Background: an optimization exercise with open tools, aiming at small area. Do not read the settings as production practice.
Only simulation tests tie the RTL to the original design; equivalence was not proved.
The flow treats the clock pin as an ideal source, which a real chip does not have.

$ cat design/flow/flow/run.sh
#!/bin/bash
# The standard layout (standard.sh, with the standard synthesis unchanged) plus:
#  - flow/downsize.tcl before floorplanning: each cell gets the smallest variant of its family,
#    and the repair steps size up again where timing, slew or capacitance need it;
#  - a clock tree of small buffers without dummy loads;
#  - flow/cts_leaf.tcl after CTS: smaller leaf clock buffers where the flip-flop clock slew allows;
#  - plain buf_1 cells as the port buffers;
# make's full output goes to flow_make.log; ORFS's per-step logs stay under orfs/logs/.
set -euo pipefail
here=$(pwd)
bash standard.sh finish \
  "PRE_FLOORPLAN_TCL=$here/flow/downsize.tcl" \
  "POST_CTS_TCL=$here/flow/cts_leaf.tcl" \
  "CTS_ARGS=-sink_clustering_enable -repair_clock_nets -dont_use_dummy_load -sink_clustering_size 16 -sink_clustering_max_diameter 50 -buf_list {sky130_fd_sc_hd__clkbuf_4 sky130_fd_sc_hd__clkbuf_8}" \
  "BUFFER_PORTS_ARGS=-buffer_cell sky130_fd_sc_hd__buf_1" \
  > flow_make.log 2>&1
$ cat design/flow/flow/cts_leaf.tcl
# After CTS: try a smaller clock buffer for each leaf buffer of the tree (one whose loads are all
# flip-flop clock pins) and keep it only while every flip-flop clock pin it drives keeps an
# estimated slew under leaf_slew_limit. The whole tree stays in place: only drive strengths change.
set leaf_slew_limit 0.105
set smaller {sky130_fd_sc_hd__clkbuf_4 sky130_fd_sc_hd__clkbuf_2}
estimate_parasitics -placement
proc leaf_sinks {inst} {
  set out [get_pins -of_objects $inst -filter "direction == output"]
  set net [get_nets -of_objects $out]
  set sinks {}
  foreach p [get_pins -of_objects $net -filter "direction == input"] {
    if {[get_property $p lib_pin_name] ne "CLK"} { return {} }
    lappend sinks $p
  }
  return $sinks
}
proc max_slew {pins} {
  set mx 0
  foreach p $pins { set s [get_property $p slew_max]; if {$s > $mx} { set mx $s } }
  return $mx
}
set n 0
foreach inst [get_cells -hierarchical *] {
  set m [get_property $inst ref_name]
  if {$m ne "sky130_fd_sc_hd__clkbuf_8" && $m ne "sky130_fd_sc_hd__clkbuf_16"} { continue }
  set sinks [leaf_sinks $inst]
  if {[llength $sinks] == 0} { continue }
  set best $m
  foreach c $smaller {
    replace_cell $inst $c
    estimate_parasitics -placement
    if {[max_slew $sinks] <= $leaf_slew_limit} { set best $c } else { break }
  }
  replace_cell $inst $best
  if {$best ne $m} { incr n }
}
estimate_parasitics -placement
puts "cts_leaf: $n leaf clock buffers given a smaller cell"
$ cat design/flow/flow/downsize.tcl
# Before floorplanning: give every standard cell the smallest-area variant of its own family
# (same function and pins, e.g. o21ai_2 -> o21ai_0). Synthesis sizes cells for a fixed guessed
# load; the floorplan's and later repair steps size up again wherever timing, slew or
# capacitance needs it.
set db [ord::get_db]
set block [[$db getChip] getBlock]
set skip {fill tapvpwrvgnd decap diode conb probe probec}
array set best {}
array set best_area {}
foreach lib [$db getLibs] {
  foreach m [$lib getMasters] {
    set n [$m getName]
    if {![regexp {^(sky130_fd_sc_hd__([a-z0-9]+))_([0-9]+)$} $n -> fam base sz]} { continue }
    if {[lsearch -exact $skip $base] >= 0} { continue }
    set a [expr {[$m getWidth] * [$m getHeight]}]
    if {![info exists best($fam)] || $a < $best_area($fam)} {
      set best($fam) $m
      set best_area($fam) $a
    }
  }
}
set n_swapped 0
set saved 0
foreach inst [$block getInsts] {
  set m [$inst getMaster]
  if {![regexp {^(sky130_fd_sc_hd__[a-z0-9]+)_[0-9]+$} [$m getName] -> fam]} { continue }
  if {![info exists best($fam)]} { continue }
  set b $best($fam)
  if {$b eq $m} { continue }
  set a0 [expr {[$m getWidth] * [$m getHeight]}]
  if {$best_area($fam) >= $a0} { continue }
  if {[$inst swapMaster $b]} {
    incr n_swapped
    set saved [expr {$saved + $a0 - $best_area($fam)}]
  }
}
puts [format "downsize: %d cells given a smaller variant, %.1f um2 less" $n_swapped [expr {$saved / 1e6}]]
$ cat design/flow/standard.sh
#!/bin/bash
# synth_recipe.tcl (not shown) runs the flow's synth.tcl, then flattens the netlist and writes it again
# the make line also repeats each setting of config.mk as NAME=value (left out here)
make -C /OpenROAD-flow-scripts/flow DESIGN_CONFIG=/design/flow/config.mk WORK_HOME=/design/flow/orfs CLKGATE_MAP_FILE= SYNTH_SCRIPT=/design/flow/synth_recipe.tcl "${@:-finish}"
$ cat design/flow/config.mk
export PLATFORM = sky130hd
export DESIGN_NAME = lost_chanbank
export DESIGN_NICKNAME = lost_chanbank
export VERILOG_FILES = /design/flow/design.v
export SDC_FILE = /design/flow/constraint.sdc
export NUM_CORES = 4
export LEC_CHECK = 0
export CAP_MARGIN = 0
export CORE_MARGIN = 2
export CORE_UTILIZATION = 45
export SLEW_MARGIN = 0
export SYNTH_HIERARCHICAL = 1
$ cat design/flow/constraint.sdc
create_clock -name core_clock -period 8.0 [get_ports {clk}]
set_input_delay 1.6000 -clock core_clock [delete_from_list [all_inputs] [get_ports {clk}]]
set_output_delay 1.6000 -clock core_clock [all_outputs]
set_load 0.01 [all_outputs]
$ cat design/flow/design.v
module lost_chanbank #(
    parameter int NCHAN      = 8,
    parameter int FILT_LEN   = 3,
    parameter int DEPTH_LOG2 = 4,
    localparam int CHW       = $clog2(NCHAN)
) (
    input  logic                  clk,
    input  logic                  rstn,
    input  logic [NCHAN-1:0]      datain,
    input  logic [2*NCHAN-1:0]    edgemode,
    input  logic [63:0]           counterin,
    input  logic                  unload,
    input  logic [2:0]            byteaddr,
    input  logic [NCHAN-1:0]      clearoverrun,
    input  logic [CHW-1:0]        dropsel,
    output logic [7:0]            dataout,
    output logic [DEPTH_LOG2:0]   itemsinfifo,
    output logic [NCHAN-1:0]      overrun,
    output logic [7:0]            dropcnt,
    output logic                  attention
);
    localparam int TSW     = 63 - CHW;
    localparam int WW      = TSW + CHW + 1;      
    localparam int PW      = TSW + 1;            
    localparam int DEPTH   = 1 << DEPTH_LOG2;
    localparam int STARTUP = FILT_LEN + 4;
    localparam int SUW     = $clog2(STARTUP + 1);
    logic [SUW-1:0] st_cnt;
    logic           startup_evt, det_en;
    assign startup_evt = (st_cnt == SUW'(STARTUP - 1));
    assign det_en      = (st_cnt == SUW'(STARTUP));
    always_ff @(posedge clk or negedge rstn) begin
        if (!rstn)
            st_cnt <= '0;
        else if (!det_en)
            st_cnt <= st_cnt + 1'b1;
    end
    logic [NCHAN-1:0][1:0]          sync;
    logic [NCHAN-1:0][FILT_LEN-1:0] taps;
    logic [NCHAN-1:0]               filt, filt_q, evt, drop, ld;
    logic [NCHAN-1:0]               pend_v, gnt_oh;
    logic [NCHAN-1:0][PW-1:0]       pend;       
    always_ff @(posedge clk or negedge rstn) begin
        if (!rstn) begin
            sync   <= '0;
            taps   <= '0;
            filt   <= '0;
            filt_q <= '0;
            pend_v <= '0;
        end else begin
            for (int c = 0; c < NCHAN; c++) begin
                sync[c] <= {sync[c][0], datain[c]};
                taps[c] <= {taps[c][FILT_LEN-2:0], sync[c][1]};
                if (&taps[c])
                    filt[c] <= 1'b1;
                else if (~|taps[c])
                    filt[c] <= 1'b0;
                pend_v[c] <= ld[c] | (pend_v[c] & ~gnt_oh[c]);
            end
            filt_q <= filt;
        end
    end
    always_comb begin
        for (int c = 0; c < NCHAN; c++) begin
            if (startup_evt)
                evt[c] = |edgemode[2*c +: 2];
            else
                evt[c] = det_en & ((edgemode[2*c] & filt[c] & ~filt_q[c]) |
                                   (edgemode[2*c+1] & ~filt[c] & filt_q[c]));
            ld[c]   = evt[c] & (~pend_v[c] | gnt_oh[c]);
            drop[c] = evt[c] & pend_v[c] & ~gnt_oh[c];
        end
    end
    logic [NCHAN-1:0][PW-1:0] pend_nxt;
    for (genvar c = 0; c < NCHAN; c++) begin : g_pend
        lcb_hold #(.W(PW)) u_hold (
            .q(pend[c]), .d_n(~{counterin[TSW-1:0], filt[c]}), .hold(~ld[c]), .y(pend_nxt[c]));
    end
    always_ff @(posedge clk)
        pend <= pend_nxt;
    logic [CHW-1:0]        rr, gnt_idx;
    logic                  gnt_v, full, empty, can_wr, pop;
    logic [DEPTH_LOG2:0]   count;
    logic [DEPTH_LOG2-1:0] wptr, rptr;
    assign full   = count[DEPTH_LOG2];
    assign empty  = (count == '0);
    assign can_wr = !full || unload;    
    assign pop    = unload && !empty;
    logic             pick_v;
    logic [NCHAN-1:0] pick_oh;
    always_comb begin
        logic [CHW-1:0] cand;
        pick_v  = 1'b0;
        gnt_idx = '0;
        for (int i = 0; i < NCHAN; i++) begin
            cand = rr + CHW'(i);
            if (!pick_v && pend_v[cand]) begin
                pick_v  = 1'b1;
                gnt_idx = cand;
            end
        end
        pick_oh = '0;
        if (pick_v)
            pick_oh[gnt_idx] = 1'b1;
        gnt_v  = pick_v & can_wr;
        gnt_oh = pick_oh & {NCHAN{can_wr}};
    end
    logic [PW-1:0] wr_pay_n;
    for (genvar i = 0; i < PW; i++) begin : g_wr
        logic [2:0] part_n;
        lcb_ao3n u_a (.s(pick_oh[2:0]), .v({pend[2][i], pend[1][i], pend[0][i]}), .y_n(part_n[0]));
        lcb_ao3n u_b (.s(pick_oh[5:3]), .v({pend[5][i], pend[4][i], pend[3][i]}), .y_n(part_n[1]));
        lcb_ao2n u_c (.s(pick_oh[7:6]), .v({pend[7][i], pend[6][i]}), .y_n(part_n[2]));
        assign wr_pay_n[i] = &part_n;
    end
    logic [DEPTH-1:0][WW-1:0] mem, mem_nxt;
    always_ff @(posedge clk or negedge rstn) begin
        if (!rstn) begin
            wptr      <= '0;
            rptr      <= '0;
            count     <= '0;
            rr        <= '0;
            overrun   <= '0;
            attention <= 1'b0;
        end else begin
            if (gnt_v) begin
                wptr <= wptr + 1'b1;
                rr   <= gnt_idx + 1'b1;
            end
            if (pop)
                rptr <= rptr + 1'b1;
            case ({gnt_v, pop})
                2'b10:   count <= count + 1'b1;
                2'b01:   count <= count - 1'b1;
                default: ;
            endcase
            overrun   <= (overrun & ~clearoverrun) | drop;
            attention <= !empty || (|overrun);
        end
    end
    logic [WW-1:0] wr_word_n;
    assign wr_word_n = {wr_pay_n[PW-1:1], ~gnt_idx, wr_pay_n[0]};
    for (genvar w = 0; w < DEPTH; w++) begin : g_word
        lcb_hold #(.W(WW)) u_hold (
            .q(mem[w]), .d_n(wr_word_n), .hold(~(gnt_v && wptr == DEPTH_LOG2'(w))), .y(mem_nxt[w]));
    end
    always_ff @(posedge clk)
        mem <= mem_nxt;
    localparam int NB = DEPTH * WW / 8;         
    localparam int NG = (NB + 2) / 3;           
    logic [NB-1:0] rsel;
    always_comb
        for (int j = 0; j < NB; j++)
            rsel[j] = (rptr == DEPTH_LOG2'(j / (WW/8))) && (byteaddr == 3'(j % (WW/8)));
    for (genvar b = 0; b < 8; b++) begin : g_dout
        logic [NB-1:0] lane;
        logic [NG-1:0] grp_n;
        for (genvar j = 0; j < NB; j++) begin : g_lane
            assign lane[j] = mem[j / (WW/8)][8*(j % (WW/8)) + b];
        end
        for (genvar g = 0; g < NB / 3; g++) begin : g_grp
            lcb_ao3n u_g (.s(rsel[3*g +: 3]), .v(lane[3*g +: 3]), .y_n(grp_n[g]));
        end
        if (NB % 3 == 2) begin : g_tail
            lcb_ao2n u_t (.s(rsel[NB-2 +: 2]), .v(lane[NB-2 +: 2]), .y_n(grp_n[NG-1]));
        end
        lcb_nandn #(.N(NG)) u_or (.a(grp_n), .y(dataout[b]));
    end
    assign itemsinfifo = count;
    logic [NCHAN-1:0][7:0] dcnt;
    always_ff @(posedge clk or negedge rstn) begin
        if (!rstn) begin
            dcnt <= '0;
        end else begin
            for (int i = 0; i < NCHAN; i++) begin
                if (clearoverrun[i])
                    dcnt[i] <= drop[i] ? 8'd1 : 8'd0;
                else if (drop[i] && dcnt[i] != 8'hff)
                    dcnt[i] <= dcnt[i] + 1'b1;
            end
        end
    end
    logic [NCHAN-1:0] dsel;
    always_comb
        for (int i = 0; i < NCHAN; i++)
            dsel[i] = (dropsel == CHW'(i));
    for (genvar b = 0; b < 8; b++) begin : g_dcnt
        logic [2:0] part_n;
        lcb_ao3n u_a (.s(dsel[2:0]), .v({dcnt[2][b], dcnt[1][b], dcnt[0][b]}), .y_n(part_n[0]));
        lcb_ao3n u_b (.s(dsel[5:3]), .v({dcnt[5][b], dcnt[4][b], dcnt[3][b]}), .y_n(part_n[1]));
        lcb_ao2n u_c (.s(dsel[7:6]), .v({dcnt[7][b], dcnt[6][b]}), .y_n(part_n[2]));
        lcb_nandn #(.N(3)) u_or (.a(part_n), .y(dropcnt[b]));
    end
endmodule
module lcb_hold #(
    parameter int W = 1
) (
    input  logic [W-1:0] q,
    input  logic [W-1:0] d_n,
    input  logic         hold,
    output logic [W-1:0] y
);
    assign y = ~((d_n | {W{hold}}) & ~(q & {W{hold}}));
endmodule
module lcb_ao3n (
    input  logic [2:0] s,
    input  logic [2:0] v,
    output logic       y_n
);
    assign y_n = ~|(s & v);
endmodule
module lcb_ao2n (
    input  logic [1:0] s,
    input  logic [1:0] v,
    output logic       y_n
);
    assign y_n = ~|(s & v);
endmodule
module lcb_nandn #(
    parameter int N = 2
) (
    input  logic [N-1:0] a,
    output logic         y
);
    assign y = ~&a;
endmodule
==> notes.md <==
The final-report max-slew violation count is 0. The type of element capturing the critical path is an output pin. For this run, the number of Yosys warnings is 7. The minimum clock period after layout came out at 6.83 ns. The height of the die came out at roughly 370 um. The number of nets still failing antenna checks after routing is 0. Among the stages of the critical path, the cell type that occurs most often is buf_1. The met3 wirelength from detailed routing came out at 18.5 mm. The detailed-routing wirelength on met1 is 86.3 mm. The post-layout instance area is 65300 um2.

The total of max-cap violations is 0. The number of fill cells in the layout came out at ~13000. The area of the die came out at 138000 um2. In the detailed route, the total length drawn on met2 is ~91 mm. The number of design rule violations left after detail routing is 0. The wire length of the first global-routing pass is roughly 300 mm. The number of clock sinks came out at between 1500 and 2000. The largest individual stage delay along the critical path comes from the cell nor4_1. Setup repair after global routing left no endpoint under its margin. The highest metal layer carrying signal wires in the routed design is met5. Clock latency on the worst-skew pair, taken at its later pin, is 0.96 ns. The total wirelength of the detailed-routed design came out at between 200 and 250 mm. The half-perimeter wire length after detailed placement is roughly 120 mm. The post-placement cell area came out at roughly 63000 um2. The via count of the first global-routing pass is 46152. The average vias per placed instance came out at roughly 6. The final-layout setup total negative slack came out at 0 ns.

The total of buffers placed on input and output ports is 130. Of the available clock period, the critical path in the final layout requires roughly 85%. Clock-pin slew was measured on the worst setup and hold paths at approximately 0.09 ns. The critical-path maximum fanout came out at 16. Entering global routing, the biggest net connects 129 pins.

The count of standard-cell rows is between 100 and 150. During I/O placement, the number of pins put on the boundary was between 100 and 150. The post-synthesis net count is slightly below 7000. Dividing the detail-routed wire length by the instance count gives 23.9 um. The combined flip-flop and latch cell area came out at between 30000 and 40000 um2. The area occupied by multi-input gates is ~25000 um2. In this run the worst hold path is classified as register to register. The maximum clock frequency is 146 MHz. The largest single stage delay on the critical path is 0.91 ns.

The placer congestion estimate is 0.882. The worst-margin pin slew is about 1.2 ns. The initial antenna violation count is 28.

After global routing the overflow that remains totals 0. The startpoint kind of the worst setup timing path is an input port. The critical path is of the input port to output pin type.

TritonCTS built the clock tree. The combined global-route utilization of all metal layers came out at just under 30%. The number of nets in the layout came out at a little under 7000.

The setup violation total in the final timing report came out at 0. Data on the critical path is required at its endpoint by 6.40 ns. The synthesized netlist cell count is just under 7000. For this block, the initial DRC count from the detailed router was 8069.

The flow ran to the end and the layout has no timing, DRC or antenna violations. The initial utilization of the core area, before any placement, comes to about 45%. Across the routed clock network, the largest skew measured is about 0.12 ns. The core box area came out at ~130000 um2. The post-layout utilization of the core came out at around half. The fraction of final layout cells sized beyond drive strength 1 is 5.36%. The minimum hold slack is roughly 0.36 ns. The iteration count of the initial detailed-routing pass came out at 11. In this run the tightest slew margin relative to its limit is between 20 and 25%.

The detailed router placed around 52000 vias in this run. The horizontal extent of the die is about 370 um. The hold violation count in the final report was 0. At the worst endpoint, the arrival time is between 5 and 6 ns. Traced cell by cell, the critical path runs through buf_1, or3b_2, nor2_1, a222oi_1, nand4_1, nor4_1, nand3_1, buf_1.
[layout make-up]
cell class,count,share of cell area [%]
flip-flops and latches,1668,52.3
inverters,119,0.684
well taps,1768,3.39
repair buffers,267,2.39
multi-input cells,4567,38.3
clock buffers,152,2.89
diodes,16,0.0613
[through the flow]
step	std cells	setup slack, ns
global route	8544	1.13
global placement	8389	1.28
detailed placement	8389	1.25
floorplan	6738	0.920
finish	8557	1.17
[path summary, 6_finish.rpt]
kind                                   end   startpoint  slack, ns  cells past startpoint
worst min register to register    sync[13]     sync[12]       0.36                      0
worst max register to register    mem[241]        rr[1]       1.35                     15
min in group asynchronous         dcnt[36]         rstn       0.73                      1
worst max-delay path            dataout[1]  byteaddr[0]       1.17                      8
max in group asynchronous          dcnt[8]         rstn       5.96                      2
worst min-delay path              sync[13]     sync[12]       0.36                      0
[worst max-delay path, delay by kind of cell]
family | cells | cell delay, ns
compound gates | 1 | 0.60
buf+inv | 2 | 0.42
simple gates | 5 | 2.59
[registers in the layout (all words and copies together), names as in the netlist]
register,flops
attention,1
count,5
dcnt,64
filt,8
filt_q,8
mem,1024
overrun,8
pend,488
pend_v,8
rptr,4
rr,3
st_cnt,3
sync,16
taps,24
wptr,4
[layout by cell type, fill, tap and decap left out, types with 6 or more instances in the layout]
cell type	n
nand2_1	1607
o21ai_0	1560
dfxtp_1	1512
a222oi_1	474
nor2_1	177
dfrtp_1	156
buf_4	134
buf_1	129
clkbuf_8	121
inv_1	117
nand4_1	98
a22oi_1	82
and3_1	75
nand3_1	67
a21oi_1	62
ha_1	29
clkbuf_4	29
nor4_1	24
or4_1	23
mux2i_1	21
mux2_2	21
nor2b_1	21
o31ai_1	20
diode_2	16
mux4_2	16
nor3_1	14
nand3b_1	13
or3_1	12
nand2b_1	12
nand3_4	12
xnor2_1	10
o21ai_1	9
a22o_1	8
a21o_1	7
nand2_4	7
o41ai_1	7
nor3b_1	6
[routing by layer]
| layer | up-vias | track usage [%] |
|---|---|---|
| met2 | 2232 | 44.7 |
| met4 | 6 | 12.0 |
| met3 | 387 | 4.91 |
| li1 | 24446 | - |
| met5 | - | 0 |
| met1 | 24440 | 39.7 |

[what the ideal ports hide]
The results above use ideal ports. As a check the final layout listed here was re-extracted and re-timed, cells and wires unchanged.
Step 1, drivers: a clkbuf_16 drives clk and a buf_2 each remaining input, both assumed.
Step 2, shift: input delay + t, output delay - t, t = (earliest + latest rising clock arrival at the registers) / 2. This alone moves slack from input paths to output paths.
a / b / c = no drivers / after step 1 / after step 2; a / b = the first two.
t, ns: 0.980
slack for setup (ns): 1.165 / 1.067 / 1.067
clock arrival spread, ns: 0.120 / 0.120
cell pins on the clock port's net: 1
After both steps this run still meets setup and hold. The setup slack of this run moves by -0.098 ns with the drivers and by -0.098 ns with both steps.
